This is an optimization exercise on Yosys and OpenROAD, whose aim is small area and a short achievable clock period, not a production implementation.
The RTL was checked by simulation tests, not by an equivalence proof against the original design.
Power figures rest on the tool's default switching activity, not on a simulated workload.

==> flow/config.mk <==
export PLATFORM = sky130hd
export DESIGN_NAME = frame_buffer_top
export DESIGN_NICKNAME = frame_buffer_top
export VERILOG_FILES = /design/flow/design.v
export SDC_FILE = /design/flow/constraint.sdc
export NUM_CORES = 4
export LEC_CHECK = 0
export CAP_MARGIN = 20
export CORE_MARGIN = 2
export CORE_UTILIZATION = 40
export SLEW_MARGIN = 20
==> flow/constraint.sdc <==
create_clock -name core_clock -period 5.5 [get_ports {clk_133M}]
set_input_delay 1.1000 -clock core_clock [delete_from_list [all_inputs] [get_ports {clk_133M}]]
set_output_delay 1.1000 -clock core_clock [all_outputs]
set_load 0.01 [all_outputs]
==> flow/design.v <==
`default_nettype none
package fb_pkg;
	localparam int PIX_W      = 16;   
	localparam int BURST_LEN  = 16;   
	localparam int FRAME_ROWS = 8;    
	localparam int FIFO_DEPTH = 64;   
	localparam int LVL_W      = 7;    
	localparam int ROW_W      = 3;    
	localparam int CNT_W      = $clog2(BURST_LEN + 1);   
	typedef logic [1:0] bank_t;   
	typedef enum logic {
		MEM_WRITE = 1'b0,
		MEM_READ  = 1'b1
	} mem_op_e;
	typedef enum logic [1:0] {
		S_IDLE    = 2'd0,   
		S_CMD     = 2'd1,   
		S_WR_DATA = 2'd2,   
		S_RD_DATA = 2'd3    
	} sched_state_e;
	typedef struct packed {
		logic       vsync;
		logic       href;
		logic [7:0] data;
	} cam_bus_t;
	typedef struct packed {
		mem_op_e          op;
		bank_t            bank;
		logic [ROW_W-1:0] row;
	} mem_cmd_t;
	typedef struct packed {
		bank_t cam_bank;   
		bank_t vga_bank;   
	} bank_sel_t;
endpackage
`default_nettype wire
`timescale 1ns/1ps
`default_nettype none
module cam_byte_pack (
	input  wire logic                     clk_133M,
	input  wire logic                     rst_133,
	input  wire fb_pkg::cam_bus_t         cam_i,
	input  wire logic                     cam_valid_i,
	output logic [fb_pkg::PIX_W-1:0]      pix_o,
	output logic                          pix_valid_o
);
	logic                 vsync_d;    
	logic                 vs_rise;
	logic                 take;       
	logic                 phase;      
	logic [fb_pkg::PIX_W/2-1:0]   hi_byte;
	assign vs_rise = cam_i.vsync && !vsync_d;
	assign take    = cam_valid_i && cam_i.href;
	always_ff @(posedge clk_133M or negedge rst_133) begin
		if (!rst_133) begin
			vsync_d     <= 1'b0;
			phase       <= 1'b0;
			pix_valid_o <= 1'b0;
		end else begin
			vsync_d     <= cam_i.vsync;
			pix_valid_o <= take && phase && !vs_rise;   
			if (take) begin
				phase <= vs_rise ? 1'b1 : !phase;
			end else if (vs_rise) begin
				phase <= 1'b0;   
			end
		end
	end
	always_ff @(posedge clk_133M) begin
		if (take && (vs_rise || !phase)) begin
			hi_byte <= cam_i.data;   
		end
		if (take && phase && !vs_rise) begin
			pix_o <= {hi_byte, cam_i.data};
		end
	end
endmodule
`default_nettype wire
`timescale 1ns/1ps
`default_nettype none
module pixel_fifo #(
	parameter int DEPTH = fb_pkg::FIFO_DEPTH   
) (
	input  wire logic                     clk_133M,
	input  wire logic                     rst_133,
	input  wire logic                     clear_i,
	input  wire logic                     push_i,
	input  wire logic [fb_pkg::PIX_W-1:0] din_i,
	input  wire logic                     pop_i,
	output logic [fb_pkg::PIX_W-1:0]      dout_o,
	output logic                          empty_o,
	output logic [fb_pkg::LVL_W-1:0]      level_o
);
	logic [fb_pkg::PIX_W-1:0]           mem [DEPTH];
	logic [$clog2(DEPTH)-1:0]   wr_ptr;
	logic [$clog2(DEPTH)-1:0]   rd_ptr;
	logic [fb_pkg::LVL_W-1:0]           count;
	logic                       full;
	logic                       do_push;
	logic                       do_pop;
	assign full    = (count == fb_pkg::LVL_W'(DEPTH));
	assign empty_o = (count == '0);
	assign level_o = count;
	assign dout_o  = mem[rd_ptr];   
	assign do_pop  = pop_i && !empty_o;
	assign do_push = push_i && (!full || do_pop);   
	always_ff @(posedge clk_133M) begin
		if (do_push) begin
			mem[wr_ptr] <= din_i;
		end
	end
	always_ff @(posedge clk_133M or negedge rst_133) begin
		if (!rst_133) begin
			wr_ptr <= '0;
			rd_ptr <= '0;
			count  <= '0;
		end else if (clear_i) begin
			wr_ptr <= '0;   
			rd_ptr <= '0;
			count  <= '0;
		end else begin
			if (do_push) begin
				wr_ptr <= wr_ptr + 1'b1;
			end
			if (do_pop) begin
				rd_ptr <= rd_ptr + 1'b1;
			end
			if (do_push && !do_pop) begin
				count <= count + 1'b1;
			end else if (do_pop && !do_push) begin
				count <= count - 1'b1;
			end
		end
	end
endmodule
`default_nettype wire
`timescale 1ns/1ps
`default_nettype none
module bank_rotator (
	input  wire logic            clk_133M,
	input  wire logic            rst_133,
	input  wire logic            cam_frame_done_i,
	input  wire logic            vga_frame_start_i,
	output fb_pkg::bank_sel_t    banks_o
);
	fb_pkg::bank_t cam_bank;
	fb_pkg::bank_t vga_bank;
	fb_pkg::bank_t free_bank;   
	logic  fresh;       
	always_ff @(posedge clk_133M or negedge rst_133) begin
		if (!rst_133) begin
			cam_bank  <= 2'd1;
			vga_bank  <= 2'd0;
			free_bank <= 2'd2;
			fresh     <= 1'b0;
		end else begin
			if (cam_frame_done_i && vga_frame_start_i) begin
				vga_bank  <= cam_bank;
				cam_bank  <= free_bank;
				free_bank <= vga_bank;
				fresh     <= 1'b0;
			end else if (cam_frame_done_i) begin
				cam_bank  <= free_bank;   
				free_bank <= cam_bank;    
				fresh     <= 1'b1;
			end else if (vga_frame_start_i && fresh) begin
				vga_bank  <= free_bank;   
				free_bank <= vga_bank;
				fresh     <= 1'b0;
			end
		end
	end
	always_comb begin
		banks_o.cam_bank = cam_bank;
		banks_o.vga_bank = vga_bank;
	end
endmodule
`default_nettype wire
`timescale 1ns/1ps
`default_nettype none
module burst_scheduler (
	input  wire logic                     clk_133M,
	input  wire logic                     rst_133,
	input  wire logic [fb_pkg::LVL_W-1:0] wr_level_i,
	input  wire logic [fb_pkg::PIX_W-1:0] wr_fifo_data_i,
	output logic                          wr_pop_o,
	input  wire logic [fb_pkg::LVL_W-1:0] rd_free_i,
	output logic                          rd_push_o,
	output logic                          rd_clear_o,
	input  wire fb_pkg::bank_sel_t        banks_i,
	output fb_pkg::mem_cmd_t              cmd_o,
	output logic                          cmd_valid_o,
	input  wire logic                     cmd_ready_i,
	output logic [fb_pkg::PIX_W-1:0]      wr_data_o,
	output logic                          wr_valid_o,
	input  wire logic                     wr_ready_i,
	input  wire logic                     rd_valid_i,
	input  wire logic                     frame_start_i,
	output logic                          cam_frame_done_o,
	output logic                          vga_frame_start_o
);
	fb_pkg::sched_state_e       state;
	fb_pkg::mem_op_e            cmd_op;          
	logic [fb_pkg::CNT_W-1:0]   word_cnt;
	logic [fb_pkg::CNT_W-1:0]   word_nxt;
	logic [fb_pkg::ROW_W-1:0]   wr_row;
	logic [fb_pkg::ROW_W-1:0]   rd_row;
	logic               rd_frame_done;   
	logic               fs_pend;         
	logic               fs_req;
	logic               fs_serve;
	logic               rd_busy;
	logic               wr_go;
	logic               rd_go;
	logic               word_beat;
	logic               burst_last;
	assign cmd_valid_o = (state == fb_pkg::S_CMD);
	assign wr_valid_o  = (state == fb_pkg::S_WR_DATA);
	assign wr_data_o   = wr_fifo_data_i;           
	assign wr_pop_o    = wr_valid_o && wr_ready_i;
	assign rd_push_o   = (state == fb_pkg::S_RD_DATA) && rd_valid_i;
	always_comb begin
		cmd_o.op   = cmd_op;
		cmd_o.bank = (cmd_op == fb_pkg::MEM_WRITE) ? banks_i.cam_bank : banks_i.vga_bank;
		cmd_o.row  = (cmd_op == fb_pkg::MEM_WRITE) ? wr_row : rd_row;
	end
	assign rd_busy    = (state == fb_pkg::S_RD_DATA) || (state == fb_pkg::S_CMD && cmd_op == fb_pkg::MEM_READ);
	assign fs_req     = fs_pend || frame_start_i;
	assign fs_serve   = fs_req && !rd_busy;
	assign wr_go      = (wr_level_i >= fb_pkg::LVL_W'(fb_pkg::BURST_LEN));
	assign rd_go      = (rd_free_i >= fb_pkg::LVL_W'(fb_pkg::BURST_LEN)) && !rd_frame_done && !fs_req;
	assign word_beat  = wr_pop_o || rd_push_o;
	assign word_nxt   = word_cnt + 1'b1;
	assign burst_last = word_beat && (word_nxt == fb_pkg::CNT_W'(fb_pkg::BURST_LEN));
	always_ff @(posedge clk_133M or negedge rst_133) begin
		if (!rst_133) begin
			state             <= fb_pkg::S_IDLE;
			cmd_op            <= fb_pkg::MEM_WRITE;
			word_cnt          <= '0;
			wr_row            <= '0;
			rd_row            <= '0;
			rd_frame_done     <= 1'b1;   
			fs_pend           <= 1'b0;
			rd_clear_o        <= 1'b0;
			cam_frame_done_o  <= 1'b0;
			vga_frame_start_o <= 1'b0;
		end else begin
			cam_frame_done_o  <= 1'b0;
			vga_frame_start_o <= fs_serve;
			rd_clear_o        <= fs_serve;   
			fs_pend           <= fs_req && !fs_serve;
			if (fs_serve) begin
				rd_row        <= '0;
				rd_frame_done <= 1'b0;
			end
			if (word_beat) begin
				word_cnt <= burst_last ? '0 : word_nxt;
			end
			case (state)
				fb_pkg::S_IDLE: begin
					if (wr_go) begin   
						cmd_op <= fb_pkg::MEM_WRITE;
						state  <= fb_pkg::S_CMD;
					end else if (rd_go) begin
						cmd_op <= fb_pkg::MEM_READ;
						state  <= fb_pkg::S_CMD;
					end
				end
				fb_pkg::S_CMD: begin
					if (cmd_ready_i) begin
						state <= (cmd_op == fb_pkg::MEM_WRITE) ? fb_pkg::S_WR_DATA : fb_pkg::S_RD_DATA;
					end
				end
				fb_pkg::S_WR_DATA: begin
					if (burst_last) begin
						state <= fb_pkg::S_IDLE;
						if (wr_row == fb_pkg::ROW_W'(fb_pkg::FRAME_ROWS - 1)) begin
							wr_row           <= '0;
							cam_frame_done_o <= 1'b1;   
						end else begin
							wr_row <= wr_row + 1'b1;
						end
					end
				end
				fb_pkg::S_RD_DATA: begin
					if (burst_last) begin
						state <= fb_pkg::S_IDLE;
						if (rd_row == fb_pkg::ROW_W'(fb_pkg::FRAME_ROWS - 1)) begin
							rd_frame_done <= 1'b1;   
						end else begin
							rd_row <= rd_row + 1'b1;
						end
					end
				end
				default: state <= fb_pkg::S_IDLE;
			endcase
		end
	end
endmodule
`default_nettype wire
`timescale 1ns/1ps
`default_nettype none
module frame_buffer_top (
	input  wire logic                     clk_133M,
	input  wire logic                     rst_133,
	input  wire logic [9:0]               cam_i,         
	input  wire logic                     cam_valid_i,
	output logic [5:0]                     cmd_o,         
	output logic                          cmd_valid_o,
	input  wire logic                     cmd_ready_i,
	output logic [fb_pkg::PIX_W-1:0]      wr_data_o,
	output logic                          wr_valid_o,
	input  wire logic                     wr_ready_i,
	input  wire logic [fb_pkg::PIX_W-1:0] rd_data_i,
	input  wire logic                     rd_valid_i,
	input  wire logic                     frame_start_i,
	output logic [fb_pkg::PIX_W-1:0]      pix_o,
	output logic                          pix_valid_o,
	input  wire logic                     pix_ready_i
);
	logic [fb_pkg::PIX_W-1:0]   cam_pix;
	logic               cam_pix_valid;
	logic [fb_pkg::PIX_W-1:0]   wr_fifo_dout;
	logic               wr_fifo_pop;
	logic [fb_pkg::LVL_W-1:0]   wr_level;
	logic               rd_push;
	logic               rd_clear;
	logic               rd_pop;
	logic               rd_empty;
	logic [fb_pkg::LVL_W-1:0]   rd_level;
	logic [fb_pkg::LVL_W-1:0]   rd_free;
	logic               cam_frame_done;
	logic               vga_frame_start;
	fb_pkg::bank_sel_t          banks;
	assign rd_free     = fb_pkg::LVL_W'(fb_pkg::FIFO_DEPTH) - rd_level;   
	assign pix_valid_o = !rd_empty;
	assign rd_pop      = pix_valid_o && pix_ready_i;
	cam_byte_pack cam_byte_pack_i (
		.clk_133M    (clk_133M),
		.rst_133     (rst_133),
		.cam_i       (cam_i),
		.cam_valid_i (cam_valid_i),
		.pix_o       (cam_pix),
		.pix_valid_o (cam_pix_valid)
	);
	pixel_fifo #(.DEPTH(fb_pkg::FIFO_DEPTH)) wr_fifo (
		.clk_133M (clk_133M),
		.rst_133  (rst_133),
		.clear_i  (1'b0),
		.push_i   (cam_pix_valid),
		.din_i    (cam_pix),
		.pop_i    (wr_fifo_pop),
		.dout_o   (wr_fifo_dout),
		.empty_o  (),             
		.level_o  (wr_level)
	);
	pixel_fifo #(.DEPTH(fb_pkg::FIFO_DEPTH)) rd_fifo (
		.clk_133M (clk_133M),
		.rst_133  (rst_133),
		.clear_i  (rd_clear),
		.push_i   (rd_push),
		.din_i    (rd_data_i),
		.pop_i    (rd_pop),
		.dout_o   (pix_o),
		.empty_o  (rd_empty),
		.level_o  (rd_level)
	);
	burst_scheduler burst_scheduler_i (
		.clk_133M          (clk_133M),
		.rst_133           (rst_133),
		.wr_level_i        (wr_level),
		.wr_fifo_data_i    (wr_fifo_dout),
		.wr_pop_o          (wr_fifo_pop),
		.rd_free_i         (rd_free),
		.rd_push_o         (rd_push),
		.rd_clear_o        (rd_clear),
		.banks_i           (banks),
		.cmd_o             (cmd_o),
		.cmd_valid_o       (cmd_valid_o),
		.cmd_ready_i       (cmd_ready_i),
		.wr_data_o         (wr_data_o),
		.wr_valid_o        (wr_valid_o),
		.wr_ready_i        (wr_ready_i),
		.rd_valid_i        (rd_valid_i),
		.frame_start_i     (frame_start_i),
		.cam_frame_done_o  (cam_frame_done),
		.vga_frame_start_o (vga_frame_start)
	);
	bank_rotator bank_rotator_i (
		.clk_133M          (clk_133M),
		.rst_133           (rst_133),
		.cam_frame_done_i  (cam_frame_done),
		.vga_frame_start_i (vga_frame_start),
		.banks_o           (banks)
	);
endmodule
`default_nettype wire
==> flow/run.sh <==
#!/bin/bash
# synth_recipe.tcl (not shown) runs the flow's synth.tcl, then flattens the netlist and writes it again
# the make line also repeats each setting of config.mk as NAME=value (left out here)
make -C /OpenROAD-flow-scripts/flow DESIGN_CONFIG=/design/flow/config.mk WORK_HOME=/design/flow/orfs CLKGATE_MAP_FILE= SYNTH_SCRIPT=/design/flow/synth_recipe.tcl finish
==> results.txt <==
- CTS Buf Count: 213
- DR pass1 iterations: 5
- CTS Buffer Depth: 3
- Drt total wl: between 200 and 250 mm
- #FFs+latches synth: ~2100
- Sequential share of the synthesized area: 77.0%
- Synth Flop Type: edfxtp_1
- Root Buffer: clkbuf_16
- Worst reg2reg endpoint: rd_fifo.count[6]
- Register Area: about 64000 um2
- Sw Share: 29.3%
- CP max stage delay: ~800 ps
- Setup violations, final: 0
- Outcome: complete, no violations
- Die Y: roughly 460 um
- Synth-to-Final Area Change: 14.7%
- GP Congestion: 0.831
- Pleak: 30.3 nW
- # H-tree levels: 4
- Drt drc: 0
- Syn Area/Cell: 20.8 um2
- DP Wirelength: 122 mm
- CP Cell Sequence: buf_4, mux2i_1, nor2_1, o22ai_1, a211oi_1, clkdlybuf4s50_1
- Maxcap violations: 0
- DRT antenna net count: 0
- Worst skew pair latency: 850 ps
- Clock power frac: 32.5%
- Die ar.: 211000 um2
- Unrepaired setup endpoints after global routing: no
- Multi-input gate area: 17800 um2
- Top Family by Delay on Critical Path: buffers and inverters
- Synthesized area: 83000 um2
- CP required: 4400 ps
- Worst-path maximum fanout: 25
- First-pass GRT wire length: 296 mm
- P_int: 31.1 mW
- Pwr Density: 463 nW/um2
- Reg clk slew, reported paths: 60 ps
- CP Capture Type: output pin
- Vias per cell: 5.67
- CP arrival: 4230 ps
- Worst-Margin Slew: ~1000 ps
- Total track usage: roughly a fifth
- Top Ports: 75
- Initial antenna violation count: 2
- Die width: 459 um
- Via count: between 40000 and 50000
- Vias in the first global route: 40566
- Crit path launch type: flip-flop
- GRT overflow: 0
- Period utilisation layout: a little under 100%
- P_sw: 12.9 mW
- Worst min path class: in -> async
- Combinational share of power: 25.5%
- Max VDD drop: 0.335 mV
- Fin. Hold Viols: 0
- Setup CP Type: reg -> out
- Tmin final: 5330 ps
- Layout fillers: between 15000 and 20000
- Cts hold-fix bufs: 0
- Crit path max-delay cell type: dfrtp_2
- CTS sink count: 2138
- Initial DRC count: 4713
- Syn nets: 4041
- Clock skew: 73.2 ps
- Fraction of layout cells with a size suffix above 1: 23.2%
- CORE AREA: between 200000 and 250000 um2
- Yosys warning total: 4
- Flop pwr share: 42.0%
- Min Hold Slack: 152 ps
- Slew HR: 30.2%
- Starting Density: 40.2%
- PortBufs: 74
- R2r startpoint: rd_fifo.count[1]
- Max Fclk: about 0.19 GHz
- Post-synth EDFFs: 2072
- Final nets: between 4000 and 5000
- CP bufs+invs: 2
- Asr flop ratio synth: 3.09%
- Distinct cells, synth: 74
- FP Rows: 167
- Wire length per cell: 28.7 um
- Sum Neg Setup Slack: 0 ps
- Cell count after synthesis: approximately 4000
- Final slew viol count: 0
- Path depth of the worst reg2reg path: 12
- CTS tree: built
- R2R setup slack: roughly 1700 ps
- Largest net degree at the start of global routing: between 70 and 80
[how the worst max path moves through the flow]
| stage | startpoint | endpoint | cells past startpoint |
|---|---|---|---|
| final | rd_fifo.rd_ptr[2] | pix_o[3] | 6 |
| after global routing | rd_fifo.rd_ptr[2] | pix_o[3] | 6 |
| after CTS | rd_fifo.rd_ptr[1] | pix_o[2] | 8 |
| after detailed placement | rd_fifo.rd_ptr[0] | pix_o[14] | 9 |
| after global placement | rd_fifo.rd_ptr[0] | pix_o[14] | 9 |
| after floorplan | rd_valid_i | rd_fifo.count[6] | 10 |
[through the flow]
stage | power (mW) | util, % | worst slack, ps | instances | area, um2
after CTS | 44.4 | 46.0 | 11.9 | 7210 | 95100
after global placement | 30.1 | 42.6 | 188 | 6808 | 88100
after global routing | 45.5 | 46.0 | 63.0 | 7215 | 95100
after floorplan | 25.9 | - | 2020 | 3983 | 83000
final | 44.0 | 46.0 | 170 | 7216 | 95100
after detailed placement | 30.1 | 42.6 | 522 | 6808 | 88100
[cells in the mapped netlist (25+ instances only)]
cell,instances,area share (%)
a21oi_1,42,0.25
buf_4,41,0.37
buf_2,62,0.37
buf_1,25,0.11
a22o_1,27,0.28
clkbuf_1,71,0.32
inv_1,27,0.12
mux4_2,407,11
nand2_1,72,0.33
dfrtp_1,63,1.9
o22ai_1,72,0.54
o221ai_1,48,0.51
a211oi_1,29,0.26
a22oi_1,45,0.41
a211o_1,30,0.32
edfxtp_1,2072,75
mux2i_1,294,3.5
o21ai_0,41,0.25
nand3_1,27,0.16
nor2_1,216,0.98
[cell usage in the layout, fill, tap and decap left out, drive strengths merged, types with 16 or more instances in the layout]
master and n:
ha 22, buf 295, mux4 407, clkdlybuf4s50 57
mux2 18, a211o 30, a211oi 29, bufinv 20
nor3 16, nand3 28, inv 34, nor2b 17
a21oi 42, a22o 27, edfxtp 2072, dfrtp 63
clkinv 94, clkbuf 266, o221ai 48, o22ai 72
mux2i 294, o21ai 43, nand2 72, nor2 216
a22oi 45
[per-layer routing]
layer  track usage, %  wire length (um)
met5                0                 0
met3             3.03             13300
met2             31.8            102000
met4             5.99              6120
met1             26.7             85400
[timing repair]
action,in CTS,in global routing
hold endpoints to repair,0,0
setup buffers,6,5
setup endpoints to repair,3,7
pin swaps,0,0
resized for setup,4,3
[registers in the layout, summed over array words and instances, names as in the netlist, 5 cells and up]
name                        flops
cam_byte_pack_i.hi_byte         8
burst_scheduler_i.word_cnt      5
wr_fifo.mem                  1024
rd_fifo.count                   7
wr_fifo.rd_ptr                  6
wr_fifo.count                   7
rd_fifo.wr_ptr                  6
rd_fifo.rd_ptr                  6
wr_fifo.wr_ptr                  6
cam_byte_pack_i.pix_o          16
rd_fifo.mem                  1024
[cell families (layout without fill, tap and decap cells)]
family | after synthesis | after routing | synth area share (%)
and+or+nand+nor | 423 | 423 | 2.35
other | 0 | 1 | 0
buffers and inverters | 248 | 776 | 1.63
AOI/OAI and AO/OA | 405 | 405 | 3.55
adders and majority gates | 24 | 24 | 0.380
DFF | 2138 | 2138 | 77.0
muxes | 719 | 719 | 14.8
xor gates and xnor gates | 26 | 26 | 0.274
[layout make-up]
| cell class | count | share of cell area [%] |
|---|---|---|
| Tap cell | 2704 | 3.56 |
| Sequential cell | 2138 | 67.2 |
| Timing Repair Buffer | 352 | 3.20 |
| Clock inverter | 130 | 1.39 |
| Multi-Input combinational cell | 1597 | 18.7 |
| Inverter | 28 | 0.110 |
| Antenna cell | 1 | 0.00263 |
| Clock buffer | 266 | 5.86 |
[worst register-to-register path: cells and delay by family, from the launching register on]
kind	cells	cell delay, ps
simple gates	2	1120
fa+ha+maj	2	690
mux	1	350
flops	1	420
buf+inv	3	640
compound gates	4	440
[power groups by stage]
stage          Combinational, mW  Sequential [mW]  Clock (mW)
2_1_floorplan               7.32             18.6           0
3_3_place_gp                11.2             18.9           0
3_5_place_dp                11.2             18.9           0
4_1_cts                     11.3             18.5        14.6
5_1_grt                     11.8             18.5        15.2
6_report                    11.2             18.5        14.3

-- afterwards: timing with drivers on the ports --
The results above use ideal ports. As a check the final layout listed here was re-extracted and re-timed, cells and wires unchanged. Step 1, drivers: a clkbuf_16 drives clk_133M and a buf_2 each remaining input, both assumed. Step 2, shift: input delay + t, output delay - t, t = (earliest + latest rising clock arrival at the registers) / 2. This alone moves slack from input paths to output paths. Slacks: ideal / step 1 / step 2; pairs: ideal / step 1.
shift t [ns]: 0.893
setup WS [ns]: 0.170 / 0.094 / 0.899
cell pins on the clock port's net: 1
After both steps this run still meets setup and hold. The setup slack of this run moves by -0.076 ns with the drivers and by +0.729 ns with both steps.
